Context: an optimization exercise on an open-source flow, tuned for small area, a short achievable clock period and few clock cycles per item. The choices shown serve that exercise and are no tape-out recipe. In this exercise RTL edits were held to simulation tests only and were not proved equivalent to the original. Power and IR drop assume default switching activity.

==> flow/config.mk <==
export PLATFORM = sky130hd
export DESIGN_NAME = esckm_top
export DESIGN_NICKNAME = esckm_top
export VERILOG_FILES = /design/flow/design.v
export SDC_FILE = /design/flow/constraint.sdc
export NUM_CORES = 4
export LEC_CHECK = 0
export CAP_MARGIN = 20
export CORE_MARGIN = 2
export CORE_UTILIZATION = 40
export SLEW_MARGIN = 20
==> flow/constraint.sdc <==
create_clock -name core_clock -period 5.5 [get_ports {aclk}]
set_input_delay 1.1000 -clock core_clock [delete_from_list [all_inputs] [get_ports {aclk}]]
set_output_delay 1.1000 -clock core_clock [all_outputs]
set_load 0.01 [all_outputs]
==> flow/design.v <==
`default_nettype none
package esckm_pkg;
    localparam int PATTERN_MAX = 5;
    localparam int PADDR_W     = 3;
    localparam logic [2:0] LEN_MAX = 3'd5;
    localparam logic [1:0] CNT_MAX = 2'd2;
    localparam logic CMD_LOAD = 1'b0;
    localparam logic CMD_KEY  = 1'b1;
    localparam logic KIND_KEY = 1'b0;
    localparam logic KIND_ERR = 1'b1;
    localparam logic [0:0] REG_ENTRIES_IN_USE = 1'b0;
    typedef struct packed {
        logic       cmd;
        logic [6:0] entry_index;
        logic [7:0] pattern_byte0;
        logic [7:0] pattern_byte1;
        logic [7:0] pattern_byte2;
        logic [7:0] pattern_byte3;
        logic [7:0] pattern_byte4;
        logic [2:0] pattern_length;
        logic [1:0] keycode_count;
        logic [7:0] first_keycode;
        logic [7:0] second_keycode;
        logic [7:0] key_byte;
    } in_item_t;
    typedef struct packed {
        logic       result_kind;
        logic [7:0] keycode;
        logic       last_of_run;
    } out_item_t;
    typedef struct packed {
        logic [PATTERN_MAX-1:0][7:0] pattern;
        logic [2:0]                  length;
        logic [7:0]                  key1;
        logic [7:0]                  key0;
        logic [1:0]                  count;
    } entry_t;
endpackage
`default_nettype wire
`default_nettype none
module esckm_apb (
    input  wire logic                         aclk,
    input  wire logic                         aresetn,
    input  wire logic                         psel,
    input  wire logic                         penable,
    input  wire logic                         pwrite,
    input  wire logic [esckm_pkg::PADDR_W-1:0] paddr,
    input  wire logic [31:0]                  pwdata,
    output logic      [31:0]                  prdata,
    output logic                              pready,
    output logic      [7:0]                   entries_in_use
);
    logic [7:0] entries_reg;
    logic       sel_entries;
    assign sel_entries    = (paddr[2] == esckm_pkg::REG_ENTRIES_IN_USE);
    assign pready         = 1'b1;
    assign entries_in_use = entries_reg;
    assign prdata         = sel_entries ? {24'd0, entries_reg} : 32'd0;
    always_ff @(posedge aclk) begin
        if (!aresetn) begin
            entries_reg <= 8'd0;
        end else if (psel && penable && pwrite && sel_entries) begin
            entries_reg <= pwdata[7:0];
        end
    end
endmodule
`default_nettype wire
`default_nettype none
module esckm_out_queue (
    input  wire logic                  aclk,
    input  wire logic                  aresetn,
    input  wire logic                  load,
    input  wire logic [1:0]            load_cnt,
    input  wire esckm_pkg::out_item_t  item0,
    input  wire esckm_pkg::out_item_t  item1,
    output logic                       empty,
    output logic                       m_valid,
    input  wire logic                  m_ready,
    output esckm_pkg::out_item_t       m_item
);
    logic [1:0] count_reg;
    esckm_pkg::out_item_t  slot0_reg;
    esckm_pkg::out_item_t  slot1_reg;
    logic       pop;
    assign empty   = (count_reg == 2'd0);
    assign m_valid = !empty;
    assign m_item  = slot0_reg;
    assign pop     = m_valid && m_ready;
    always_ff @(posedge aclk) begin
        if (!aresetn) begin
            count_reg <= 2'd0;
        end else if (load) begin
            count_reg <= load_cnt;
        end else if (pop) begin
            count_reg <= count_reg - 2'd1;
        end
    end
    always_ff @(posedge aclk) begin
        if (load) begin
            slot0_reg <= item0;
            slot1_reg <= item1;
        end else if (pop) begin
            slot0_reg <= slot1_reg;
        end
    end
endmodule
`default_nettype wire
`default_nettype none
module esckm_table #(
    parameter int DEPTH = 128,
    parameter int AW    = 7
) (
    input  wire logic                aclk,
    input  wire logic                wr_en,
    input  wire logic [AW-1:0]       wr_addr,
    input  wire esckm_pkg::entry_t   wr_data,
    input  wire logic                cand_we,
    input  wire logic [AW-1:0]       cand_waddr,
    input  wire logic                cand_wdata,
    input  wire logic                rd_en,
    input  wire logic [AW-1:0]       rd_addr,
    output esckm_pkg::entry_t        rd_data,
    output logic                     cand_rd_data
);
    logic [60:0] entry_mem [DEPTH];   
    logic   cand_mem  [DEPTH];
    always_ff @(posedge aclk) begin
        if (wr_en) begin
            entry_mem[wr_addr] <= wr_data;
        end
        if (rd_en) begin
            rd_data <= entry_mem[rd_addr];
        end
    end
    always_ff @(posedge aclk) begin
        if (cand_we) begin
            cand_mem[cand_waddr] <= cand_wdata;
        end
        if (rd_en) begin
            cand_rd_data <= cand_mem[rd_addr];
        end
    end
endmodule
`default_nettype wire
`default_nettype none
module escape_sequence_keycode_matcher_core #(
    parameter int TABLE_ENTRIES = 128
) (
    input  wire logic                          aclk,
    input  wire logic                          aresetn,
    input  wire logic                          s_valid,
    output logic                               s_ready,
    input  wire esckm_pkg::in_item_t           s_item,
    output logic                               m_valid,
    input  wire logic                          m_ready,
    output esckm_pkg::out_item_t               m_item,
    input  wire logic                          psel,
    input  wire logic                          penable,
    input  wire logic                          pwrite,
    input  wire logic [esckm_pkg::PADDR_W-1:0] paddr,
    input  wire logic [31:0]                   pwdata,
    output logic      [31:0]                   prdata,
    output logic                               pready
);
    localparam int IDX_W = $clog2(TABLE_ENTRIES);
    localparam int CNT_W = $clog2(TABLE_ENTRIES + 1);
    localparam logic [IDX_W-1:0] LAST_IDX = IDX_W'(TABLE_ENTRIES - 1);
    localparam logic [1:0] ST_IDLE = 2'd0;
    localparam logic [1:0] ST_SCAN = 2'd1;
    localparam logic [1:0] ST_EMIT = 2'd2;
    logic [7:0] entries_in_use;
    logic [1:0]       state_reg, state_next;
    logic [2:0]       pos_reg, pos_next;
    logic [7:0]       key_reg, key_next;
    logic [2:0]       scan_pos_reg, scan_pos_next;
    logic             pos_zero_reg, pos_zero_next;
    logic [CNT_W-1:0] scan_lim_reg, scan_lim_next;
    logic [IDX_W-1:0] issue_idx_reg, issue_idx_next;
    logic             issue_on_reg, issue_on_next;
    logic [IDX_W-1:0] cmp_idx_reg, cmp_idx_next;
    logic             cmp_valid_reg, cmp_valid_next;
    logic             matched_reg, matched_next;
    esckm_pkg::out_item_t        res0_reg, res0_next;
    esckm_pkg::out_item_t        res1_reg, res1_next;
    logic [1:0]       res_cnt_reg, res_cnt_next;
    logic       in_acc;
    logic       load_fire;
    esckm_pkg::entry_t     wr_entry;
    esckm_pkg::entry_t     rd_entry;
    logic       cand_rd;
    logic       cand;
    logic       in_scan;
    logic       hit;
    logic       complete;
    logic       cand_we;
    logic       cand_wdata;
    logic       rd_en;
    logic [2:0] pos_eff;
    logic       q_empty;
    logic       q_load;
    esckm_apb u_apb (
        .aclk           (aclk),
        .aresetn        (aresetn),
        .psel           (psel),
        .penable        (penable),
        .pwrite         (pwrite),
        .paddr          (paddr),
        .pwdata         (pwdata),
        .prdata         (prdata),
        .pready         (pready),
        .entries_in_use (entries_in_use)
    );
    assign s_ready   = (state_reg == ST_IDLE);
    assign in_acc    = s_valid && s_ready;
    assign load_fire = in_acc && (s_item.cmd == esckm_pkg::CMD_LOAD) &&
                       (32'(s_item.entry_index) < 32'(TABLE_ENTRIES));
    always_comb begin
        wr_entry.pattern[0] = s_item.pattern_byte0;
        wr_entry.pattern[1] = s_item.pattern_byte1;
        wr_entry.pattern[2] = s_item.pattern_byte2;
        wr_entry.pattern[3] = s_item.pattern_byte3;
        wr_entry.pattern[4] = s_item.pattern_byte4;
        wr_entry.length     = (s_item.pattern_length > esckm_pkg::LEN_MAX) ? esckm_pkg::LEN_MAX
                                                                : s_item.pattern_length;
        wr_entry.count      = (s_item.keycode_count > esckm_pkg::CNT_MAX) ? esckm_pkg::CNT_MAX
                                                               : s_item.keycode_count;
        wr_entry.key0       = s_item.first_keycode;
        wr_entry.key1       = s_item.second_keycode;
    end
    assign rd_en = (state_reg == ST_SCAN) && issue_on_reg;
    assign cand     = pos_zero_reg || cand_rd;
    assign in_scan  = (CNT_W'(cmp_idx_reg) < scan_lim_reg);
    assign hit      = cand && (rd_entry.length > scan_pos_reg) &&
                      (rd_entry.pattern[scan_pos_reg] == key_reg);
    assign complete = hit && (rd_entry.length == scan_pos_reg + 3'd1);
    assign cand_we    = (state_reg == ST_SCAN) && cmp_valid_reg;
    assign cand_wdata = in_scan ? hit : cand;
    esckm_table #(
        .DEPTH (TABLE_ENTRIES),
        .AW    (IDX_W)
    ) u_table (
        .aclk         (aclk),
        .wr_en        (load_fire),
        .wr_addr      (IDX_W'(s_item.entry_index)),
        .wr_data      (wr_entry),
        .cand_we      (cand_we),
        .cand_waddr   (cmp_idx_reg),
        .cand_wdata   (cand_wdata),
        .rd_en        (rd_en),
        .rd_addr      (issue_idx_reg),
        .rd_data      (rd_entry),
        .cand_rd_data (cand_rd)
    );
    assign pos_eff = (pos_reg >= esckm_pkg::LEN_MAX) ? 3'd0 : pos_reg;
    always_comb begin
        state_next     = state_reg;
        pos_next       = pos_reg;
        key_next       = key_reg;
        scan_pos_next  = scan_pos_reg;
        pos_zero_next  = pos_zero_reg;
        scan_lim_next  = scan_lim_reg;
        issue_idx_next = issue_idx_reg;
        issue_on_next  = issue_on_reg;
        cmp_idx_next   = cmp_idx_reg;
        cmp_valid_next = 1'b0;
        matched_next   = matched_reg;
        res0_next      = res0_reg;
        res1_next      = res1_reg;
        res_cnt_next   = res_cnt_reg;
        q_load         = 1'b0;
        case (state_reg)
            ST_IDLE: begin
                if (in_acc && (s_item.cmd == esckm_pkg::CMD_KEY)) begin
                    key_next       = s_item.key_byte;
                    scan_pos_next  = pos_eff;
                    pos_zero_next  = (pos_eff == 3'd0);
                    if (32'(entries_in_use) > 32'(TABLE_ENTRIES)) begin
                        scan_lim_next = CNT_W'(TABLE_ENTRIES);
                    end else begin
                        scan_lim_next = CNT_W'(entries_in_use);
                    end
                    issue_idx_next = '0;
                    issue_on_next  = 1'b1;
                    matched_next   = 1'b0;
                    state_next     = ST_SCAN;
                end
            end
            ST_SCAN: begin
                if (issue_on_reg) begin
                    cmp_idx_next   = issue_idx_reg;
                    cmp_valid_next = 1'b1;
                    if (issue_idx_reg == LAST_IDX) begin
                        issue_on_next = 1'b0;
                    end else begin
                        issue_idx_next = issue_idx_reg + IDX_W'(1);
                    end
                end
                if (cmp_valid_reg) begin
                    if (in_scan && hit) begin
                        matched_next = 1'b1;
                    end
                    if (in_scan && complete) begin
                        pos_next       = 3'd0;
                        issue_on_next  = 1'b0;
                        cmp_valid_next = 1'b0;
                        res0_next.result_kind = esckm_pkg::KIND_KEY;
                        res0_next.keycode     = rd_entry.key0;
                        res0_next.last_of_run = (rd_entry.count == 2'd1);
                        res1_next.result_kind = esckm_pkg::KIND_KEY;
                        res1_next.keycode     = rd_entry.key1;
                        res1_next.last_of_run = 1'b1;
                        res_cnt_next   = rd_entry.count;
                        state_next     = (rd_entry.count == 2'd0) ? ST_IDLE : ST_EMIT;
                    end else if (cmp_idx_reg == LAST_IDX) begin
                        cmp_valid_next = 1'b0;
                        if (matched_reg || (in_scan && hit)) begin
                            pos_next   = scan_pos_reg + 3'd1;
                            state_next = ST_IDLE;
                        end else begin
                            pos_next     = 3'd0;
                            res0_next.result_kind = esckm_pkg::KIND_ERR;
                            res0_next.keycode     = 8'd0;
                            res0_next.last_of_run = 1'b1;
                            res_cnt_next = 2'd1;
                            state_next   = ST_EMIT;
                        end
                    end
                end
            end
            ST_EMIT: begin
                if (q_empty) begin
                    q_load     = 1'b1;
                    state_next = ST_IDLE;
                end
            end
            default: begin
                state_next = ST_IDLE;
            end
        endcase
    end
    always_ff @(posedge aclk) begin
        if (!aresetn) begin
            state_reg     <= ST_IDLE;
            pos_reg       <= 3'd0;
            issue_on_reg  <= 1'b0;
            cmp_valid_reg <= 1'b0;
            matched_reg   <= 1'b0;
            res_cnt_reg   <= 2'd0;
        end else begin
            state_reg     <= state_next;
            pos_reg       <= pos_next;
            issue_on_reg  <= issue_on_next;
            cmp_valid_reg <= cmp_valid_next;
            matched_reg   <= matched_next;
            res_cnt_reg   <= res_cnt_next;
        end
    end
    always_ff @(posedge aclk) begin
        key_reg       <= key_next;
        scan_pos_reg  <= scan_pos_next;
        pos_zero_reg  <= pos_zero_next;
        scan_lim_reg  <= scan_lim_next;
        issue_idx_reg <= issue_idx_next;
        cmp_idx_reg   <= cmp_idx_next;
        res0_reg      <= res0_next;
        res1_reg      <= res1_next;
    end
    esckm_out_queue u_out_queue (
        .aclk     (aclk),
        .aresetn  (aresetn),
        .load     (q_load),
        .load_cnt (res_cnt_reg),
        .item0    (res0_reg),
        .item1    (res1_reg),
        .empty    (q_empty),
        .m_valid  (m_valid),
        .m_ready  (m_ready),
        .m_item   (m_item)
    );
endmodule
`default_nettype wire
`default_nettype none
module esckm_top (
    input  wire logic        aclk,
    input  wire logic        aresetn,
    input  wire logic        s_valid,
    output logic             s_ready,
    input  wire logic        s_cmd,
    input  wire logic [6:0]  s_entry_index,
    input  wire logic [7:0]  s_pattern_byte0,
    input  wire logic [7:0]  s_pattern_byte1,
    input  wire logic [7:0]  s_pattern_byte2,
    input  wire logic [7:0]  s_pattern_byte3,
    input  wire logic [7:0]  s_pattern_byte4,
    input  wire logic [2:0]  s_pattern_length,
    input  wire logic [1:0]  s_keycode_count,
    input  wire logic [7:0]  s_first_keycode,
    input  wire logic [7:0]  s_second_keycode,
    input  wire logic [7:0]  s_key_byte,
    output logic             m_valid,
    input  wire logic        m_ready,
    output logic             m_result_kind,
    output logic [7:0]       m_keycode,
    output logic             m_last_of_run,
    input  wire logic        psel,
    input  wire logic        penable,
    input  wire logic        pwrite,
    input  wire logic [2:0]  paddr,
    input  wire logic [31:0] pwdata,
    output logic      [31:0] prdata,
    output logic             pready
);
    esckm_pkg::in_item_t  s_item;
    esckm_pkg::out_item_t m_item;
    assign s_item.cmd            = s_cmd;
    assign s_item.entry_index    = s_entry_index;
    assign s_item.pattern_byte0  = s_pattern_byte0;
    assign s_item.pattern_byte1  = s_pattern_byte1;
    assign s_item.pattern_byte2  = s_pattern_byte2;
    assign s_item.pattern_byte3  = s_pattern_byte3;
    assign s_item.pattern_byte4  = s_pattern_byte4;
    assign s_item.pattern_length = s_pattern_length;
    assign s_item.keycode_count  = s_keycode_count;
    assign s_item.first_keycode  = s_first_keycode;
    assign s_item.second_keycode = s_second_keycode;
    assign s_item.key_byte       = s_key_byte;
    assign m_result_kind = m_item.result_kind;
    assign m_keycode     = m_item.keycode;
    assign m_last_of_run = m_item.last_of_run;
    escape_sequence_keycode_matcher_core #(
        .TABLE_ENTRIES (64)
    ) u_core (
        .aclk    (aclk),
        .aresetn (aresetn),
        .s_valid (s_valid),
        .s_ready (s_ready),
        .s_item  (s_item),
        .m_valid (m_valid),
        .m_ready (m_ready),
        .m_item  (m_item),
        .psel    (psel),
        .penable (penable),
        .pwrite  (pwrite),
        .paddr   (paddr),
        .pwdata  (pwdata),
        .prdata  (prdata),
        .pready  (pready)
    );
endmodule
`default_nettype wire
==> flow/run.sh <==
#!/bin/bash
# synth_recipe.tcl (not shown) runs the flow's synth.tcl, then flattens the netlist and writes it again
# the make line also repeats each setting of config.mk as NAME=value (left out here)
make -C /OpenROAD-flow-scripts/flow DESIGN_CONFIG=/design/flow/config.mk WORK_HOME=/design/flow/orfs CLKGATE_MAP_FILE= SYNTH_SCRIPT=/design/flow/synth_recipe.tcl finish
==> results.txt <==
stage by stage:
step	setup slack [ns]	instance area, um^2
2_1_floorplan	0.503	157000
3_5_place_dp	0.991	167000
3_3_place_gp	0.504	167000
5_1_grt	1.58	180000
6_report	1.73	180000
4_1_cts	1.62	180000
how the worst max path moves through the flow:
stage,from,to,slack [ns],depth (start not counted)
after floorplan,s_valid,u_core.u_table.entry_mem[63][0]$_DFFE_PP_,0.50,4
after global placement,s_valid,u_core.u_table.entry_mem[35][50]$_DFFE_PP_,0.50,7
after detailed placement,s_valid,u_core.u_table.entry_mem[35][50]$_DFFE_PP_,0.99,7
after CTS,u_core.scan_pos_reg[0]$_DFFE_PP_,u_core.res0_reg[3]$_SDFFCE_PN0P_,1.62,10
after global routing,u_core.scan_pos_reg[2]$_DFFE_PP_,u_core.pos_reg[0]$_SDFFE_PN0P_,1.58,10
final,u_core.scan_pos_reg[2]$_DFFE_PP_,u_core.res0_reg[3]$_SDFFCE_PN0P_,1.73,10
area by class of cell:
class,instances,area [um^2]
diodes,13,32.5
clock buffers,521,11000
clock inverters,241,2200
fillers,31541,209000
inverters,22,82.6
multi-input cells,1772,32400
flip-flops and latches,4117,123000
well taps,5197,6500
repair buffers,400,4790
synthesized netlist by cell type, types with 2 or more instances:
cell type  count  area (um^2)
nor2_1       155          582
o21ai_0       12         60.1
or3b_2         4         35.0
o22ai_1        5         31.3
a21oi_1       17         85.1
nand3b_1      10         75.1
edfxtp_1    4097       123000
o31ai_1        3         22.5
xnor2_1        6         52.6
nand4_1        2         12.5
nand2b_1      12         75.1
buf_1         61          229
clkbuf_1     175          657
buf_2         81          405
o221ai_1       4         35.0
ha_1          11          138
nand3_1       20          100
buf_6          3         33.8
inv_1         22         82.6
mux4_2      1302        29300
nand4b_1       2         17.5
and2_1        18          113
nor2b_1       19          119
dfxtp_1       20          400
buf_4         26          195
nand2_1       67          251
xor2_1         4         35.0
and3_1         3         18.8
mux2_2         3         33.8
a21o_1         5         37.5
conb_1         2         7.51
a21boi_0      12         90.1
nor3_1         4         20.0
and3b_1        2         17.5
or3_1          5         31.3
o32ai_1        2         17.5
mux2i_1       17          170
power breakdown:
group | internal (uW) | switching, uW | leakage [uW] | total [uW]
Sequential | 34600 | 47.4 | 0.0370 | 34600
Combinational | 1880 | 2300 | 0.0116 | 4180
Clock | 15800 | 11800 | 0.00648 | 27600
Total | 52300 | 14100 | 0.0552 | 66400
routing by layer:
metal	track usage (%)	vias to the layer above
li1	-	28131
met1	28.2	39833
met2	33.8	3002
met3	2.98	588
met4	6.07	12
met5	0	-
cells by family after synthesis:
group	count (synthesis)	share of synthesized area, %
flops	4117	78.7
buf+inv	368	1.02
compound gates	69	0.290
fa+ha+maj	11	0.0878
other cells	2	0.00479
xor+xnor	10	0.0558
mux	1323	18.8
simple gates	334	1.00
==> impl_metrics.env <==
export IMPL_slowest_delay_ns=0.87
export IMPL_hold_viol=0
export IMPL_routedWlPerCell_um=33.3
export IMPL_grt_pass1_wl_um=570000
export IMPL_cts_root_buffer="clkbuf_16"
export IMPL_viasPerCell=5.83
export IMPL_synth_edf_count=4097
export IMPL_cp_start_kind="register"
export IMPL_crit_top_cell="buf_4"
export IMPL_stdcell_count=12283
export IMPL_max_freq_ghz=0.265
export IMPL_cp_cell_sequence="inv_1 > ha_1 > o22ai_1 > nor4bb_1 > o211ai_1 > nor4_2 > buf_4 > nand3_1 > buf_4 > nand2_1"
export IMPL_clock_path_buffers=4
export IMPL_ys_ff_latch=4117
export IMPL_rows=229
export IMPL_timing_rr_start="u_core.scan_pos_reg[2]$_DFFE_PP_"
export IMPL_synthArstFlopShare_pct=0
export IMPL_min_delay_worst_endpoint="u_core.u_out_queue.slot1_reg[5]$_DFFE_PP_"
export IMPL_grt_usage_pct=20.4
export IMPL_cap_violations=0
export IMPL_crit_arrival_ns=4.32
export IMPL_gp_congestion=0.803
export IMPL_post_route_min_period_ns=3.77
export IMPL_synth_cell_types=58
export IMPL_max_slew_margin_rel_pct=27.1
export IMPL_ctsHoldBuffers=0
export IMPL_cts_tree="built"
export IMPL_routed_via_count=71566
export IMPL_vdd_drop_max_v=0.000261
export IMPL_finClkSkew_ns=0.0749
export IMPL_finalSetupTns_ns=0
export IMPL_largest_reg_flops=3904
export IMPL_outcome="complete, no violations"
export IMPL_finalMaxSlewViolations=0
export IMPL_grt_pass1_vias=72441
export IMPL_route_met2_wl_um=203000
export IMPL_worstHoldStart="u_core.res1_reg[5]$_DFFE_PP_"
export IMPL_power_density_nw_per_um2=368
export IMPL_final_common_cell="edfxtp_1"
export IMPL_regMostFlops="u_core.u_table.entry_mem"
export IMPL_seq_area_frac_synth_pct=78.7
export IMPL_reg2regPathDepth=10
export IMPL_nets=6858
export IMPL_syn_to_final_growth_pct=15.1
export IMPL_clk_pin_slew_ns=0.06
export IMPL_whs_path_depth=0
export IMPL_cts_setup_buffers=0
export IMPL_antenna_found_initial=28
export IMPL_start_util_pct=40.2
export IMPL_die_area_um2=397000
export IMPL_final_cell_mix="4097 x edfxtp_1, 1302 x mux4_2, 426 x clkbuf_16, 171 x buf_4, 137 x buf_12"
export IMPL_drtPass1Iterations=5
export IMPL_drt_wl_total_um=410000
export IMPL_drc=0
export IMPL_place_inst=11505
export IMPL_regToRegSetupSlack_ns=1.73
export IMPL_crit_buf_inv=3
export IMPL_synth_avg_cell_area_um2=25.2
export IMPL_maxUsedRoutingLayer="met5"
export IMPL_synthCells=6234
export IMPL_pin_count=164
export IMPL_fin_util_pct=46.3
export IMPL_ys_warn_count=4
export IMPL_p_total_uw=66400
export IMPL_whs_ns=0.418
export IMPL_p_leak_uw=0.0552
export IMPL_core_area_um2=390000
export IMPL_r2r_end="u_core.res0_reg[3]$_SDFFCE_PN0P_"
export IMPL_netlist_area_um2=157000
export IMPL_drtAntennaViolNets=0
export IMPL_largestRegisters="u_core.u_table.entry_mem x3904, u_core.u_table.cand_mem x64, u_core.u_table.rd_data x61"
export IMPL_timing_critical_path_fanout_max=24
export IMPL_synth_ff_type="edfxtp_1"
export IMPL_cp_end_kind="register"
export IMPL_drive_gt1_share_pct=32.6
export IMPL_grt_max_degree=116
export IMPL_clock_latency_ns=0.98
export IMPL_post_route_period_util_pct=68.5
export IMPL_portBuffers=112
export IMPL_cp_top_family="simple AND/OR/NAND/NOR gates"
export IMPL_grt_setup_unrepaired="no"
export IMPL_die_y_um=630
export IMPL_critPathRequiredTime_ns=6.05
export IMPL_grt_overflow_total=0
export IMPL_max_slew_worst_pin_slew_ns=1.09
export IMPL_slowest_stage="edfxtp_1"
export IMPL_crit_type="reg2reg"
export IMPL_dr_first_iter_drc_count=9200
export IMPL_cts_inserted_buffers=415
export IMPL_dieWidth_um=630
export IMPL_hp_class="reg2reg"
export IMPL_htree_levels=5
export IMPL_dp_hpwl_um=218000
export IMPL_cts_resized=0
export IMPL_clock_sinks=4117
export IMPL_drt_met1_wl_um=165000
export IMPL_setup_viol=0
export IMPL_wl_met3_um=29200
Testbench counts, summed over its fixed seeds: cycles 105,356, keys 1,935.

separate check: timing with driven ports:
Ports are ideal in the flow. The routed layout listed here was re-timed in OpenROAD. Step 1: set_driving_cell puts a clkbuf_16 on aclk and a buf_2 on each other input, an assumption about the parent block. Step 2 moves the port delays by t, midway between the first and last clock arrival at a register: inputs arrive t later, outputs are due t later. That takes back most of the time a late clock gives input paths. Three values: no drivers, after step 1, after step 2; two values: the first two.
t, ns: 1.056
slack for setup (ns): 1.732 / 1.732 / 1.072
worst register clock-pin slew, ns: 0.07 / 0.07
worst data-port slew with drivers (ns): 0.20
After both steps setup and hold are still met in this run. The setup slack of this run moves by 0.000 ns with the drivers and by -0.660 ns with both steps.
